What follows belongs to an exercise in optimizing a design on an open flow for small area and a short achievable clock period; a production flow would make more cautious choices. Only simulation tests tie the RTL to the original design; equivalence was not proved.

**design/flow/design.v**
```verilog
module leaf_stream_fifo #(
  parameter int WIDTH    = 32,
  parameter int DEPTH    = 16,
  parameter int CNT_BITS = $clog2(DEPTH) + 1
) (
  input  logic                clk,
  input  logic                ap_rst_n,
  input  logic                flush,
  input  logic                rst_done,
  input  logic [WIDTH-1:0]    wr_data,
  input  logic                wr_valid,
  output logic                wr_ready,
  output logic [WIDTH-1:0]    rd_data,
  output logic                rd_valid,
  input  logic                rd_ready,
  output logic [CNT_BITS-1:0] level
);
  localparam int AW = $clog2(DEPTH);
  logic [WIDTH-1:0]    mem [DEPTH];
  logic [AW-1:0]       wr_ptr;
  logic [AW-1:0]       rd_ptr;
  logic [CNT_BITS-1:0] count;
  logic                full;
  logic                push;
  logic                pop;
  assign full     = (count == CNT_BITS'(DEPTH));
  assign wr_ready = rst_done & ~full & ~flush;
  assign rd_valid = (count != '0);
  assign push     = wr_valid & wr_ready;
  assign pop      = rd_valid & rd_ready;
  assign rd_data  = mem[rd_ptr];
  assign level    = count;
  always_ff @(posedge clk) begin
    if (push) begin
      mem[wr_ptr] <= wr_data;
    end
  end
  always_ff @(posedge clk or negedge ap_rst_n) begin
    if (!ap_rst_n) begin
      wr_ptr <= '0;
      rd_ptr <= '0;
      count  <= '0;
    end else if (flush) begin
      wr_ptr <= '0;
      rd_ptr <= '0;
      count  <= '0;
    end else begin
      if (push) begin
        wr_ptr <= wr_ptr + 1'b1;
      end
      if (pop) begin
        rd_ptr <= rd_ptr + 1'b1;
      end
      if (push && !pop) begin
        count <= count + 1'b1;
      end else if (pop && !push) begin
        count <= count - 1'b1;
      end
    end
  end
endmodule
module leaf_stream_bridge #(
  parameter int NUM_IN_PORTS  = 2,
  parameter int NUM_OUT_PORTS = 2,
  parameter int PAYLOAD_BITS  = 32,
  parameter int FIFO_DEPTH    = 16,
  parameter int CNT_BITS      = $clog2(FIFO_DEPTH) + 1
) (
  input  logic                              clk,
  input  logic                              ap_rst_n,
  input  logic                              flush,
  input  logic [15:0]                       frame_len,
  input  logic [NUM_IN_PORTS*PAYLOAD_BITS-1:0]  dout_leaf_interface2user,
  input  logic [NUM_IN_PORTS-1:0]               vld_interface2user,
  output logic [NUM_IN_PORTS-1:0]               ack_user2interface,
  output logic [NUM_OUT_PORTS*PAYLOAD_BITS-1:0] din_leaf_user2interface,
  output logic [NUM_OUT_PORTS-1:0]              vld_user2interface,
  input  logic [NUM_OUT_PORTS-1:0]              ack_interface2user,
  output logic [NUM_IN_PORTS*PAYLOAD_BITS-1:0]  Input_TDATA,
  output logic [NUM_IN_PORTS-1:0]               Input_TVALID,
  output logic [NUM_IN_PORTS-1:0]               Input_TLAST,
  input  logic [NUM_IN_PORTS-1:0]               Input_TREADY,
  input  logic [NUM_OUT_PORTS*PAYLOAD_BITS-1:0] Output_TDATA,
  input  logic [NUM_OUT_PORTS-1:0]              Output_TVALID,
  output logic [NUM_OUT_PORTS-1:0]              Output_TREADY,
  output logic [NUM_IN_PORTS*CNT_BITS-1:0]  in_level,
  output logic [NUM_OUT_PORTS*CNT_BITS-1:0] out_level
);
  logic rst_done;
  always_ff @(posedge clk or negedge ap_rst_n) begin
    if (!ap_rst_n) begin
      rst_done <= 1'b0;
    end else begin
      rst_done <= 1'b1;
    end
  end
  for (genvar i = 0; i < NUM_IN_PORTS; i++) begin : g_in
    logic [PAYLOAD_BITS-1:0] rd_data;
    logic                    rd_valid;
    logic                    wr_ready;
    logic [CNT_BITS-1:0]     level;
    logic [15:0]             wcnt;
    logic                    tlast;
    logic                    pop;
    leaf_stream_fifo #(
      .WIDTH    (PAYLOAD_BITS),
      .DEPTH    (FIFO_DEPTH),
      .CNT_BITS (CNT_BITS)
    ) u_fifo (
      .clk      (clk),
      .ap_rst_n (ap_rst_n),
      .flush    (flush),
      .rst_done (rst_done),
      .wr_data  (dout_leaf_interface2user[i*PAYLOAD_BITS +: PAYLOAD_BITS]),
      .wr_valid (vld_interface2user[i]),
      .wr_ready (wr_ready),
      .rd_data  (rd_data),
      .rd_valid (rd_valid),
      .rd_ready (Input_TREADY[i]),
      .level    (level)
    );
    assign tlast = rd_valid & (frame_len != 16'd0) & (wcnt == frame_len - 16'd1);
    assign pop   = rd_valid & Input_TREADY[i];
    assign ack_user2interface[i]                          = wr_ready;
    assign Input_TDATA[i*PAYLOAD_BITS +: PAYLOAD_BITS]    = rd_data;
    assign Input_TVALID[i]                                = rd_valid;
    assign Input_TLAST[i]                                 = tlast;
    assign in_level[i*CNT_BITS +: CNT_BITS]                   = level;
    always_ff @(posedge clk or negedge ap_rst_n) begin
      if (!ap_rst_n) begin
        wcnt <= '0;
      end else if (flush) begin
        wcnt <= '0;
      end else if (pop) begin
        wcnt <= tlast ? 16'd0 : wcnt + 16'd1;
      end
    end
  end
  for (genvar j = 0; j < NUM_OUT_PORTS; j++) begin : g_out
    logic [PAYLOAD_BITS-1:0] rd_data;
    logic                    rd_valid;
    logic                    wr_ready;
    logic [CNT_BITS-1:0]     level;
    leaf_stream_fifo #(
      .WIDTH    (PAYLOAD_BITS),
      .DEPTH    (FIFO_DEPTH),
      .CNT_BITS (CNT_BITS)
    ) u_fifo (
      .clk      (clk),
      .ap_rst_n (ap_rst_n),
      .flush    (flush),
      .rst_done (rst_done),
      .wr_data  (Output_TDATA[j*PAYLOAD_BITS +: PAYLOAD_BITS]),
      .wr_valid (Output_TVALID[j]),
      .wr_ready (wr_ready),
      .rd_data  (rd_data),
      .rd_valid (rd_valid),
      .rd_ready (ack_interface2user[j]),
      .level    (level)
    );
    assign Output_TREADY[j]                                     = wr_ready;
    assign din_leaf_user2interface[j*PAYLOAD_BITS +: PAYLOAD_BITS] = rd_data;
    assign vld_user2interface[j]                                = rd_valid;
    assign out_level[j*CNT_BITS +: CNT_BITS]                        = level;
  end
endmodule
```
**design/flow/run.sh**
```bash
#!/bin/bash
# synth_recipe.tcl (not shown) runs the flow's synth.tcl, then flattens the netlist and writes it again
# the make line also repeats each setting of config.mk as NAME=value (left out here)
make -C /OpenROAD-flow-scripts/flow DESIGN_CONFIG=/design/flow/config.mk WORK_HOME=/design/flow/orfs CLKGATE_MAP_FILE= SYNTH_SCRIPT=/design/flow/synth_recipe.tcl finish
```
**design/flow/config.mk**
```make
export PLATFORM = sky130hd
export DESIGN_NAME = leaf_stream_bridge
export DESIGN_NICKNAME = leaf_stream_bridge
export VERILOG_FILES = /design/flow/design.v
export SDC_FILE = /design/flow/constraint.sdc
export NUM_CORES = 4
export LEC_CHECK = 0
export CAP_MARGIN = 20
export CORE_MARGIN = 2
export CORE_UTILIZATION = 40
export SLEW_MARGIN = 20
```
**design/flow/constraint.sdc**
```tcl
create_clock -name core_clock -period 4.5 [get_ports {clk}]
set_input_delay 0.9000 -clock core_clock [delete_from_list [all_inputs] [get_ports {clk}]]
set_output_delay 0.9000 -clock core_clock [all_outputs]
set_load 0.01 [all_outputs]
```
==> impl_metrics.ini <==
[global_routing]
busiest_layer = met2
overflow = 0
met3_usage_pct = 3.39
grt_usage_pct = 18.5
grtUsageMet1_pct = 25.5
grt_first_pass_wirelength_mm = 289
grt_pass1_vias = 42500
grt_max_degree = 89
use_met2_pct = 30.2
antenna_found_initial = 24

[synth]
synth.distinct_cells = 65
synthesis.area_um2 = 83900
async_reset_ff_share_pct = 3.98
synthSimpleGateAreaFrac_pct = 2.66
synthFlopType = edfxtp_1
yosysWarnings = 2
syn_area_per_cell_um2 = 20.3
synthXorXnorAreaFrac_pct = 1.10
ys_seq_area_share_pct = 75.8
postSynthCellCount = 4124
synth-edff-count = 2048
ys_seq_elements = 2133
muxShareOfSynthArea_pct = 15.2
synth_top_family_by_area = multiplexers
synth_fp_nets = 4319
synthAdderAreaFrac_pct = 0.632
synth_compound_area_share_pct = 3.23

[worst_setup_path]
worst-path-buf-inv = 2
r2r_cells = 13
path_max_fanout = 2
cp_slowest_stage_delay_ns = 0.55
r2r-end = g_out[1].u_fifo.count[4]
endpoint_kind = primary output
crit_family = simple AND/OR/NAND/NOR gates
cp.depth = 8
cp.arrival_ns = 3.52
crit-reg2reg-launch = g_out[1].u_fifo.count[1]
path_cells = clkdlybuf4s50_1, or4_4, or4_4, a2111oi_4, nand3_1, nor2_1, and4b_1, dlygate4sd2_1
ff2ff_setup_slack_ns = 1.25
critPathLaunchType = primary input
crit_path_frequent_cell = or4_4
cp.required_ns = 3.60
critPathKind = primary input to primary output
crit_slowest_cell = or4_4

[power_and_ir_drop]
ir_worst_vdd_mv = 0.393
power.total_mw = 48.6
total_leakage_power_nw = 31.1
powerDensity_nw_per_um2 = 490

[timing]
clock_skew_ns = 0.0485
finalSetupViolCount = 0
max_freq_ghz = 0.226
fin_crit_sh_pct = 98.3
finalHoldViolCount = 0
finalCriticalPeriod_ns = 4.42
worst_pin_slew_ns = 0.937
relSlewSlack_pct = 37.2
maxSlewViolCount = 0
setup_tns_ns = 0

[final_layout]
fillers = 17400
regArea_um2 = 63700
layout.nets = 4823
fin_area_um2 = 99200
multiInputGateArea_um2 = 19500
drive_gt1_share_pct = 23.0
area_growth_pct = 18.2

[drt]
via_count = 41700
routedWlPerCell_um = 26.2
drt_wl_total_mm = 200
drt_pass1_iterations = 7
via_per_inst = 5.47
ant_nets = 0
drt_iter0_drc = 3560
drc_errors = 0

[clocking]
cts.sinks = 2133
cts_max_level = 4
root_buffer = clkbuf_16
cts_tree = yes
clockBufferDepth = 3
path_clk_slew_ns = 0.06
hold_buffers = 0
cts_made_buffers = 216
clock_latency_ns = 0.86

[floorplan]
num_rows = 168
fp.dieH_um = 462
die_area_um2 = 213000
pin_count = 313
fp.coreArea_um2 = 209000
initial_core_util_pct = 40.2
die_w_um = 462

[place]
dpl_cell_area_um2 = 92000
dpl.hpwl_mm = 112
port_buffers = 312
place_congestion = 0.877

[run]
max-cap-violations = 0

[run_status]
status = timing/DRC/antenna clean

[worst_hold_path]
min_path_type = primary input to asynchronous set/reset pin
==> per-stage QoR <==
stage	setup WS (ns)	std cells	hold WS [ns]	utilization, %
2_1_floorplan	-0.887	4124	0.532	-
3_3_place_gp	-0.282	7198	0.569	44.0
3_5_place_dp	-0.298	7198	0.582	44.0
4_1_cts	0.0121	7593	0.125	47.4
5_1_grt	-0.0224	7619	0.158	47.5
6_report	0.0776	7621	0.142	47.5
==> cell usage after synthesis (8+ instances only) <==
library cell  number  area, um^2
nor2_1            72         270
and2_1            41         257
buf_1             60         225
clkbuf_1         155         582
o21ai_0          140         701
a22oi_1           65         488
xnor2_1           44         385
nor4_1            16         100
a21o_1            13        97.6
mux2_2            53         597
nand3_1           28         140
a21oi_1           88         440
inv_1             36         135
ha_1              36         450
o211ai_1           8        60.1
a221oi_1          64         561
edfxtp_1        2048       61500
a22o_1             8        70.1
nand2_1          177         664
mux2i_1          210        2100
nor3_1            32         160
dfrtp_1           85        2130
buf_4             11        82.6
mux4_2           448       10100
xor2_1            43         377
and3_1            25         156
nand4_1           17         106
==> routing by layer <==
metal / vias to the layer above / wire length, um
met1: 22200 / 85200
li1: 18000 / -
met4: 24 / 4900
met5: - / 155
met2: 1133 / 97900
met3: 279 / 11300
==> layout by cell type, fill, tap and decap left out, types with 35 or more instances in the layout <==
| master | n |
|---|---|
| a21oi_1 | 88 |
| a221oi_1 | 64 |
| a22oi_1 | 65 |
| and2_2 | 36 |
| buf_12 | 54 |
| buf_4 | 146 |
| clkbuf_1 | 53 |
| clkbuf_16 | 217 |
| clkdlybuf4s50_1 | 306 |
| clkinv_1 | 43 |
| clkinv_2 | 35 |
| dfrtp_1 | 71 |
| edfxtp_1 | 2048 |
| ha_1 | 36 |
| inv_1 | 36 |
| mux2_2 | 53 |
| mux2i_1 | 210 |
| mux4_2 | 448 |
| nand2_1 | 176 |
| nor2_1 | 64 |
| o21ai_0 | 139 |
| xnor2_1 | 43 |
| xor2_1 | 43 |
==> report_power, final <==
group | switching [mW] | internal, mW
Sequential | 0.358 | 22.0
Clock | 7.47 | 9.93
Combinational | 4.22 | 4.66
Total | 12.0 | 36.6
==> flip-flops by register name, summed over array words and instances, names as in the netlist <==
| register | cells |
|---|---|
| g_in.u_fifo.mem | 1024 |
| g_out.u_fifo.mem | 1024 |
| g_in.wcnt | 32 |
| g_in.u_fifo.count | 10 |
| g_out.u_fifo.count | 10 |
| g_in.u_fifo.rd_ptr | 8 |
| g_in.u_fifo.wr_ptr | 8 |
| g_out.u_fifo.rd_ptr | 8 |
| g_out.u_fifo.wr_ptr | 8 |
| rst_done | 1 |
==> kinds of logic after synthesis <==
logic type               Yosys count
AND/OR/NAND/NOR                  457
buffers and inverters            267
XOR/XNOR                          94
other                              1
flip-flops                      2133
AO/OA/AOI/OAI                    421
multiplexers                     711
adder cells (fa/ha/maj)           40
==> layout make-up <==
class                           instances  share of cell area, %
Sequential cell                      2133                   64.2
Inverter                               36                  0.136
Timing Repair Buffer                  517                   5.48
Multi-Input combinational cell       1724                   19.7
Tap cell                             2805                   3.54
Clock buffer                          275                   5.74
Antenna cell                           14                 0.0353
Clock inverter                        117                   1.20
==> how the worst max path moves through the flow <==
stage          slack (ns)                           to                       from
2_1_floorplan       -0.89    g_out[0].u_fifo.mem[3][0]                      flush
4_1_cts              0.01  din_leaf_user2interface[40]  g_out[1].u_fifo.rd_ptr[0]
3_3_place_gp        -0.28               Input_TLAST[1]               frame_len[2]
5_1_grt             -0.02               Input_TLAST[1]               frame_len[2]
3_5_place_dp        -0.30               Input_TLAST[1]               frame_len[2]
6_report             0.08               Input_TLAST[1]               frame_len[2]
==> repair_timing <==
| action | 4_1_cts | 5_1_grt |
|---|---|---|
| pin swaps | 1 | 0 |
| buffers inserted | 2 | 14 |
| gates resized for setup | 16 | 3 |
| endpoints found under the setup margin | 38 | 17 |
| cloned | 1 | 0 |

-- static timing again, ports no longer ideal --
In the flow no input, the clock included, has a driving cell. The finished layout below was timed again as built, in two steps. Step 1, drivers: a clkbuf_16 drives clk and a buf_2 each remaining input, both assumed. Step 2 also shifts input and output timing later by t, the mid clock arrival at the registers, as if the neighbouring blocks saw the same clock. a / b / c = ideal ports / drivers / drivers and shift; a / b = the first two.
t (ns): 0.919
setup slack, ns: 0.078 / -0.073 / -0.073
worst setup path at the end: input to output
clock arrival spread, ns: 0.051 / 0.050
cell pins on the clock port's net: 1
Met with ideal ports but missed after step 2: setup timing in this run. The setup slack of this run moves by -0.151 ns with the drivers and by -0.151 ns with both steps.
